This is an optimization exercise on Yosys and OpenROAD, whose aim is small area and a short achievable clock period, not a production implementation. At most, simulation tests tie the RTL to the original design; equivalence was not proved. Power is estimated from default activity; no workload was simulated.

==> run A <==
Design sa_top, start of the top module:
module sa_top
(
    input  logic        clk,
    input  logic        arst_n_i,
    input  logic        psel,
    input  logic        penable,
    input  logic        pwrite,
    input  logic [11:0] paddr,
    input  logic [31:0] pwdata,
    output logic [31:0] prdata,
    output logic        pready,
    output logic        pslverr
);
export LEC_CHECK = 0
export CAP_MARGIN = 20
export CORE_MARGIN = 2
export CORE_UTILIZATION = 40
export CTS_CLUSTER_DIAMETER = 60
export CTS_CLUSTER_SIZE = 30
export SLEW_MARGIN = 20
create_clock -name core_clock -period 10.0 [get_ports {clk}]
standard.sh (not shown) runs the stock make flow with config.mk's settings and CLKGATE_MAP_FILE= SYNTH_SCRIPT=/design/flow/synth_recipe.tcl, a recipe that flattens the netlist after the stock synthesis.
==> flow/flow/run.sh <==
#!/bin/bash
# Standard ORFS layout, with port buffers that can drive, free cell sizing and
# a setup margin that makes repair_timing work below the 10 ns clock.
set -e
export BUFFER_PORTS_ARGS="-buffer_cell sky130_fd_sc_hd__buf_4"
bash standard.sh MATCH_CELL_FOOTPRINT=0 SETUP_SLACK_MARGIN=6.8 finish > standard.log 2>&1
==> run K (differences from run A) <==
--- a/flow/design.v
+++ b/flow/design.v
@@ -261,41 +261,45 @@
     end
     assign rdata = ({CW{hit_a | hit_b}} & {{(CW-8){ab_word[7]}}, ab_word})
                  | ({CW{hit_c & cvalid_q}} & c_word)
                  | ({CW{hit_status}} & {{(CW-2){1'b0}}, done_q, busy})
                  | ({CW{hit_len}} & {{(CW-4){1'b0}}, len_q});
     logic [CW-1:0] rdata_q;
     logic          err_q;
-    logic          we_a_q, we_b_q, we_len_q, start_q;
-    logic [4:0]    idx_q;
+    logic          we_len_q, start_q;
+    logic [3:0]    we_a_hi_q;     
+    logic [3:0]    we_b_hi_q;
+    logic [7:0]    idx_lo_q;      
     always_ff @(posedge clk) begin
         rdata_q <= rdata;
         err_q   <= err;
-        idx_q   <= idx;
+        for (int i = 0; i < 8; i++) idx_lo_q[i] <= idx[2:0] == 3'(i);
     end
     always_ff @(posedge clk or negedge arst_n_i) begin
         if (!arst_n_i) begin
-            we_a_q   <= 1'b0;
-            we_b_q   <= 1'b0;
+            we_a_hi_q <= 4'd0;
+            we_b_hi_q <= 4'd0;
             we_len_q <= 1'b0;
             start_q  <= 1'b0;
         end else begin
-            we_a_q   <= setup & pwrite & hit_a & ~busy;
-            we_b_q   <= setup & pwrite & hit_b & ~busy;
+            for (int i = 0; i < 4; i++) begin
+                we_a_hi_q[i] <= setup & pwrite & hit_a & ~busy & (idx[4:3] == 2'(i));
+                we_b_hi_q[i] <= setup & pwrite & hit_b & ~busy & (idx[4:3] == 2'(i));
+            end
             we_len_q <= setup & pwrite & hit_len & ~busy & len_ok;
             start_q  <= setup & pwrite & hit_ctrl & pwdata[0] & ~busy;
         end
     end
     assign prdata  = {{(32-CW){rdata_q[CW-1]}}, rdata_q};
     assign pslverr = err_q;
     assign pready  = 1'b1;
     always_ff @(posedge clk) begin
         for (int i = 0; i < 32; i++) begin
-            if (we_a_q && idx_q == 5'(i)) a_q[i*8 +: 8] <= pwdata[7:0];
-            if (we_b_q && idx_q == 5'(i)) b_q[i*8 +: 8] <= pwdata[7:0];
+            if (we_a_hi_q[i/8] && idx_lo_q[i%8]) a_q[i*8 +: 8] <= pwdata[7:0];
+            if (we_b_hi_q[i/8] && idx_lo_q[i%8]) b_q[i*8 +: 8] <= pwdata[7:0];
         end
     end
     always_ff @(posedge clk or negedge arst_n_i) begin
         if (!arst_n_i) begin
             len_q     <= 4'd1;
             done_q    <= 1'b0;
             cvalid_q  <= 1'b0;
==> flow/flow/run.sh (replaced) <==
#!/bin/bash
# Standard ORFS layout, with port buffers that can drive, free cell sizing and
# a setup margin that makes repair_timing work below the 10 ns clock.
set -e
export BUFFER_PORTS_ARGS="-buffer_cell sky130_fd_sc_hd__buf_4"
bash standard.sh MATCH_CELL_FOOTPRINT=0 SETUP_SLACK_MARGIN=7.2 finish > standard.log 2>&1
CORE_UTILIZATION = 55   (was 40)
TNS_END_PERCENT = 20   (was default)
==> run G (differences from run A) <==
--- a/flow/design.v
+++ b/flow/design.v
@@ -261,41 +261,45 @@
     end
     assign rdata = ({CW{hit_a | hit_b}} & {{(CW-8){ab_word[7]}}, ab_word})
                  | ({CW{hit_c & cvalid_q}} & c_word)
                  | ({CW{hit_status}} & {{(CW-2){1'b0}}, done_q, busy})
                  | ({CW{hit_len}} & {{(CW-4){1'b0}}, len_q});
     logic [CW-1:0] rdata_q;
     logic          err_q;
-    logic          we_a_q, we_b_q, we_len_q, start_q;
-    logic [4:0]    idx_q;
+    logic          we_len_q, start_q;
+    logic [3:0]    we_a_hi_q;     
+    logic [3:0]    we_b_hi_q;
+    logic [7:0]    idx_lo_q;      
     always_ff @(posedge clk) begin
         rdata_q <= rdata;
         err_q   <= err;
-        idx_q   <= idx;
+        for (int i = 0; i < 8; i++) idx_lo_q[i] <= idx[2:0] == 3'(i);
     end
     always_ff @(posedge clk or negedge arst_n_i) begin
         if (!arst_n_i) begin
-            we_a_q   <= 1'b0;
-            we_b_q   <= 1'b0;
+            we_a_hi_q <= 4'd0;
+            we_b_hi_q <= 4'd0;
             we_len_q <= 1'b0;
             start_q  <= 1'b0;
         end else begin
-            we_a_q   <= setup & pwrite & hit_a & ~busy;
-            we_b_q   <= setup & pwrite & hit_b & ~busy;
+            for (int i = 0; i < 4; i++) begin
+                we_a_hi_q[i] <= setup & pwrite & hit_a & ~busy & (idx[4:3] == 2'(i));
+                we_b_hi_q[i] <= setup & pwrite & hit_b & ~busy & (idx[4:3] == 2'(i));
+            end
             we_len_q <= setup & pwrite & hit_len & ~busy & len_ok;
             start_q  <= setup & pwrite & hit_ctrl & pwdata[0] & ~busy;
         end
     end
     assign prdata  = {{(32-CW){rdata_q[CW-1]}}, rdata_q};
     assign pslverr = err_q;
     assign pready  = 1'b1;
     always_ff @(posedge clk) begin
         for (int i = 0; i < 32; i++) begin
-            if (we_a_q && idx_q == 5'(i)) a_q[i*8 +: 8] <= pwdata[7:0];
-            if (we_b_q && idx_q == 5'(i)) b_q[i*8 +: 8] <= pwdata[7:0];
+            if (we_a_hi_q[i/8] && idx_lo_q[i%8]) a_q[i*8 +: 8] <= pwdata[7:0];
+            if (we_b_hi_q[i/8] && idx_lo_q[i%8]) b_q[i*8 +: 8] <= pwdata[7:0];
         end
     end
     always_ff @(posedge clk or negedge arst_n_i) begin
         if (!arst_n_i) begin
             len_q     <= 4'd1;
             done_q    <= 1'b0;
             cvalid_q  <= 1'b0;
==> flow/flow/run.sh (replaced) <==
#!/bin/bash
# Standard ORFS layout, with port buffers that can drive, free cell sizing and
# a setup margin that makes repair_timing work below the 10 ns clock.
set -e
export BUFFER_PORTS_ARGS="-buffer_cell sky130_fd_sc_hd__buf_4"
bash standard.sh MATCH_CELL_FOOTPRINT=0 SETUP_SLACK_MARGIN=7.2 finish > standard.log 2>&1
CORE_UTILIZATION = 55   (was 40)
CTS_CLUSTER_DIAMETER = 80   (was 60)
CTS_CLUSTER_SIZE = 22   (was 30)
TNS_END_PERCENT = 20   (was default)
==> summary.txt <==
post_cts resized - 320
Int Pwr - 8.36 mW
status - complete, no violations
Hold Slack - 0.408 ns
Core Region - 101000 µm²
Critical Path Most Common Cell - buf_12
Clk. pwr - 4.02 mW
worst reg2reg endpoint - r0_q[73]$_DFF_P_
design area - 65700 µm²
n_taps - 1368
CP Depth - 13
height of the die - 323 µm
min Tclk post-route - 3.48 ns
first-pass GRT wire length - 338000 µm
Tot GR Track Use - 0.475
Antenna diodes - 14
# the run above: run K

==> summary.txt <==
height of the die - 323 µm
Core Region - 101000 µm²
Int Pwr - 7.82 mW
first-pass GRT wire length - 337000 µm
Clk. pwr - 3.01 mW
CP Depth - 11
status - complete, no violations
min Tclk post-route - 3.52 ns
n_taps - 1368
design area - 64100 µm²
Tot GR Track Use - 0.474
# the run above: run G

==> summary.txt <==
n_taps - 1876
worst reg2reg endpoint - y_q[8]$_DFF_P_
Int Pwr - 8.77 mW
design area - 65900 µm²
CP Depth - 9
Clk. pwr - 4.55 mW
Tot GR Track Use - 0.364
status - complete, no violations
Core Region - 139000 µm²
Hold Slack - 0.403 ns
Critical Path Most Common Cell - buf_12
min Tclk post-route - 3.55 ns
# the run above: run A


==> run a <==
sa_top, a different RTL version from the one above (not shown whole).
clock: 10.0 ns
lec_check: 0
cap_margin: 20
core_margin: 2
core_utilization: 40
slew_margin: 20
==> flow/flow/run.sh <==
#!/bin/bash
# Standard ORFS layout, with port buffers that can drive, free cell sizing and
# a setup margin that makes repair_timing work below the 10 ns clock.
set -e
export BUFFER_PORTS_ARGS="-buffer_cell sky130_fd_sc_hd__buf_4"
bash standard.sh MATCH_CELL_FOOTPRINT=0 SETUP_SLACK_MARGIN=6.4 finish > standard.log 2>&1
==> inputs of run b, as changes to run a <==
--- a/flow/design.v
+++ b/flow/design.v
@@ -332,10 +332,11 @@
     logic           cvalid_q;
     logic           phase_q;
     logic           sel_act_q;
     logic           add_act_q;
     logic [3:0]     mstep_q;
+    logic [7:0]     ksel_q;      
     logic           busy;
     assign busy = sel_act_q | mul_act_q | add_act_q;
     logic       setup;
     logic       hit_ctrl, hit_status, hit_len, hit_a, hit_b, hit_c, mapped;
     logic       len_ok;
@@ -366,14 +367,22 @@
     assign c_sel   = {paddr[5:4], paddr[2], ~(paddr[3] ^ phase_q)};
     assign c_all   = {r1_q[7*CW +: CW], r0_q[7*CW +: CW], r1_q[6*CW +: CW], r0_q[6*CW +: CW],
                       r1_q[5*CW +: CW], r0_q[5*CW +: CW], r1_q[4*CW +: CW], r0_q[4*CW +: CW],
                       r1_q[3*CW +: CW], r0_q[3*CW +: CW], r1_q[2*CW +: CW], r0_q[2*CW +: CW],
                       r1_q[1*CW +: CW], r0_q[1*CW +: CW], r1_q[0*CW +: CW], r0_q[0*CW +: CW]};
-    assign c_word  = c_all[c_sel*CW +: CW];
     assign ab_sel  = {paddr[9], idx};
     assign ab_all  = {b_q, a_q};
-    assign ab_word = ab_all[ab_sel*8 +: 8];
+    always_comb begin
+        c_word = '0;
+        for (int i = 0; i < 16; i++) begin
+            c_word = c_word | ({CW{c_sel == 4'(i)}} & c_all[i*CW +: CW]);
+        end
+        ab_word = '0;
+        for (int i = 0; i < 64; i++) begin
+            ab_word = ab_word | ({8{ab_sel == 6'(i)}} & ab_all[i*8 +: 8]);
+        end
+    end
     assign rdata = ({CW{hit_a | hit_b}} & {{(CW-8){ab_word[7]}}, ab_word})
                  | ({CW{hit_c & cvalid_q}} & c_word)
                  | ({CW{hit_status}} & {{(CW-2){1'b0}}, done_q, busy})
                  | ({CW{hit_len}} & {{(CW-4){1'b0}}, len_q});
     logic [CW-1:0] rdata_q;
@@ -415,47 +424,64 @@
             phase_q   <= 1'b0;
             sel_act_q <= 1'b0;
             mul_act_q <= 1'b0;
             add_act_q <= 1'b0;
             mstep_q   <= 4'd0;
+            ksel_q    <= 8'd0;
         end else begin
             phase_q   <= ~phase_q;
             mul_act_q <= sel_act_q;
             add_act_q <= mul_act_q;
             if (we_len_q) len_q <= pwdata[3:0];
             if (start_q) begin
                 sel_act_q <= 1'b1;
                 mstep_q   <= 4'd0;
+                ksel_q    <= 8'd1;
                 done_q    <= 1'b0;
                 cvalid_q  <= 1'b1;
             end else begin
                 if (sel_act_q) begin
                     mstep_q <= mstep_q + 4'd1;
-                    if (mstep_q == {len_q[2:0] - 3'd1, 1'b1}) sel_act_q <= 1'b0;
+                    if (mstep_q[0]) ksel_q <= {ksel_q[6:0], 1'b0};
+                    if (mstep_q == {len_q[2:0] - 3'd1, 1'b1}) begin
+                        sel_act_q <= 1'b0;
+                        ksel_q    <= 8'd0;
+                    end
                 end
                 if (add_act_q & ~mul_act_q) done_q <= 1'b1;
             end
         end
     end
     always_ff @(posedge clk or negedge arst_n_i) begin
         if (!arst_n_i) mul_clr_q <= 1'b0;
         else           mul_clr_q <= sel_act_q & (mstep_q[3:1] == 3'd0);
     end
-    logic [2:0]      k;
     logic            s_sel;
     logic [4*8-1:0]  a_op;
     logic [2*8-1:0]  b_op;
     logic [8*CW-1:0] px;
     logic [8*CW-1:0] py;
-    assign k     = mstep_q[3:1];
     assign s_sel = phase_q;     
+    logic [15:0] bsel;
     always_comb begin
+        for (int kk = 0; kk < 8; kk++) begin
+            bsel[kk*2]   = ksel_q[kk] & ~s_sel;
+            bsel[kk*2+1] = ksel_q[kk] & s_sel;
+        end
+        a_op = '0;
+        b_op = '0;
         for (int h = 0; h < 4; h++) begin
-            a_op[h*8 +: 8] = sel_act_q ? a_q[(h*8 + int'(k))*8 +: 8] : 8'd0;
+            for (int kk = 0; kk < 8; kk++) begin
+                a_op[h*8 +: 8] = a_op[h*8 +: 8] | ({8{ksel_q[kk]}} & a_q[(h*8 + kk)*8 +: 8]);
+            end
         end
         for (int j = 0; j < 2; j++) begin
-            b_op[j*8 +: 8] = b_q[(int'(k)*4 + j + (s_sel ? 2 : 0))*8 +: 8];
+            for (int kk = 0; kk < 8; kk++) begin
+                b_op[j*8 +: 8] = b_op[j*8 +: 8]
+                               | ({8{bsel[kk*2]}}   & b_q[(kk*4 + j)*8 +: 8])
+                               | ({8{bsel[kk*2+1]}} & b_q[(kk*4 + j + 2)*8 +: 8]);
+            end
         end
     end
     genvar gh, gj;
     generate
         for (gh = 0; gh < 4; gh++) begin : g_h
==> results.sh <==
export IMPL_outcome="complete, no violations"
export IMPL_synth_compound_area_share=0.04692
export IMPL_pre_cts_slack_ps=4305
export IMPL_routed_via_density=5.522
export IMPL_critical_path_endpoint="rdata_q[0]"
export IMPL_grt_use_met2=0.3468
export IMPL_worst_path_most_repeated_cell="buf_16"
export IMPL_synthXorXnorAreaFrac=0.01670
export IMPL_start_util=0.4035
export IMPL_dominant_cells="multi-input combinational cells"
[end of results for run a]
==> results.sh <==
export IMPL_outcome="complete, no violations"
export IMPL_routed_via_density=6.130
export IMPL_synthXorXnorAreaFrac=0.01978
export IMPL_start_util=0.4017
export IMPL_dominant_cells="flip-flops and latches"
export IMPL_synth_compound_area_share=0.1248
export IMPL_pre_cts_slack_ps=4145
export IMPL_worst_path_most_repeated_cell="nand4_1"
[end of results for run b]
Only the layout flow was run in run a; the RTL was not checked for function there.

==> inputs of 10-24 <==
RTL: one of the versions met above, not the one the previous note started from.
export LEC_CHECK = 0
export CAP_MARGIN = 20
export CORE_MARGIN = 2
export CORE_UTILIZATION = 50
export CTS_CLUSTER_DIAMETER = 60
export CTS_CLUSTER_SIZE = 30
export SLEW_MARGIN = 20
export TNS_END_PERCENT = 20
create_clock -name core_clock -period 10.0 [get_ports {clk}]
==> flow/flow/run.sh <==
#!/bin/bash
# Standard ORFS layout, with port buffers that can drive, free cell sizing and
# a setup margin that makes repair_timing work below the 10 ns clock.
set -e
export BUFFER_PORTS_ARGS="-buffer_cell sky130_fd_sc_hd__buf_4"
bash standard.sh MATCH_CELL_FOOTPRINT=0 SETUP_SLACK_MARGIN=7.0 finish > standard.log 2>&1
==> 09-23 (differences from 10-24) <==
==> flow/flow/run.sh (replaced) <==
#!/bin/bash
# Standard ORFS layout, with port buffers that can drive, free cell sizing and
# a setup margin that makes repair_timing work below the 10 ns clock.
set -e
export BUFFER_PORTS_ARGS="-buffer_cell sky130_fd_sc_hd__buf_4"
bash standard.sh MATCH_CELL_FOOTPRINT=0 SETUP_SLACK_MARGIN=6.8 finish > standard.log 2>&1
--- a/flow/config.mk
+++ b/flow/config.mk
@@ -7,8 +7,5 @@
 export LEC_CHECK = 0
 export CAP_MARGIN = 20
 export CORE_MARGIN = 2
-export CORE_UTILIZATION = 50
-export CTS_CLUSTER_DIAMETER = 60
-export CTS_CLUSTER_SIZE = 30
+export CORE_UTILIZATION = 40
 export SLEW_MARGIN = 20
-export TNS_END_PERCENT = 20
==> comparison table <==
Share of total power in combinational logic: 10-24 0.187; 09-23 0.182
Worst R2R Setup Slack: 10-24 6.61 ns; 09-23 6.85 ns
Largest incremental delay on the critical path: 10-24 0.60 ns; 09-23 0.48 ns
WP data required: 10-24 10.68 ns; 09-23 10.66 ns
Worst-case reg-to-reg path depth: 10-24 3; 09-23 8
Antenna violations before repair: 10-24 24; 09-23 12
Pin count of the biggest net entering global routing: 10-24 67; 09-23 88
Total of plain and repair buffers excluding clock buffers: 10-24 354; 09-23 374
Clock-pin slew on the worst setup and hold paths: 10-24 0.08 ns; 09-23 0.06 ns
Die height: 10-24 338 microns; 09-23 378 microns
Transition time at the pin with the least slew margin: 10-24 1.22 ns; 09-23 1.18 ns
Total Power Consumption: 10-24 12300 uW; 09-23 12900 uW
Clock latency reported for the late side of the worst-skew pair: 10-24 0.75 ns; 09-23 0.78 ns
Run status: 10-24 finished clean; 09-23 finished clean
HPWL reported at the end of detailed placement: 10-24 189 mm; 09-23 197 mm
Fin Clk Skew: 10-24 0.0347 ns; 09-23 0.0194 ns
Length of routed wiring on met1: 10-24 89.6 mm; 09-23 96.1 mm
Global-route wire length before repair: 10-24 359 mm; 09-23 355 mm
Fraction of layout cells with a size suffix above 1: 10-24 0.171; 09-23 0.187
Relative area change from synthesis to final layout: 10-24 17.1%; 09-23 20.1%
CTS-repair resized insts: 10-24 232; 09-23 334
Via count of the routed design: 10-24 44500; 09-23 43300

-- static timing again, ports no longer ideal --
No port has a modelled driver above. Below, the same layouts with a new extraction and two added sets of constraints. Step 1 sets driving cells, clkbuf_16 on the clock port and buf_2 on the other inputs (assumed; they add their load-dependent delay and slew). Step 2 also shifts input and output timing later by t, the mid clock arrival at the registers, as if the neighbouring blocks saw the same clock. Slacks: ideal / step 1 / step 2; pairs: ideal / step 1.
run | t, ns | slack for setup (ns) | latest minus earliest clock arrival (ns) | worst register clock-pin slew, ns | cell pins on the clock port's net
run A of note 1 | 0.841 | 6.451 / 6.316 / 5.475 | 0.055 / 0.055 | 0.09 / 0.09 | 1
run K of note 1 | 0.800 | 6.518 / 6.284 / 5.484 | 0.060 / 0.060 | 0.11 / 0.11 | 1
run G of note 1 | 0.774 | 6.480 / 6.238 / 5.464 | 0.039 / 0.040 | 0.10 / 0.10 | 1
run a of note 2 | 0.817 | 6.415 / 6.293 / 5.476 | 0.069 / 0.069 | 0.07 / 0.07 | 1
run b of note 2 | 0.827 | 6.275 / 6.299 / 5.472 | 0.062 / 0.062 | 0.08 / 0.08 | 1
10-24 | 0.817 | 6.488 / 6.299 / 5.482 | 0.036 / 0.036 | 0.09 / 0.09 | 1
09-23 | 0.849 | 6.484 / 6.242 / 5.393 | 0.022 / 0.022 | 0.07 / 0.07 | 1
After both steps every run listed still meets setup and hold. The setup slack of 09-23, which loses most, moves by -0.242 ns with the drivers and by -1.091 ns with both steps.
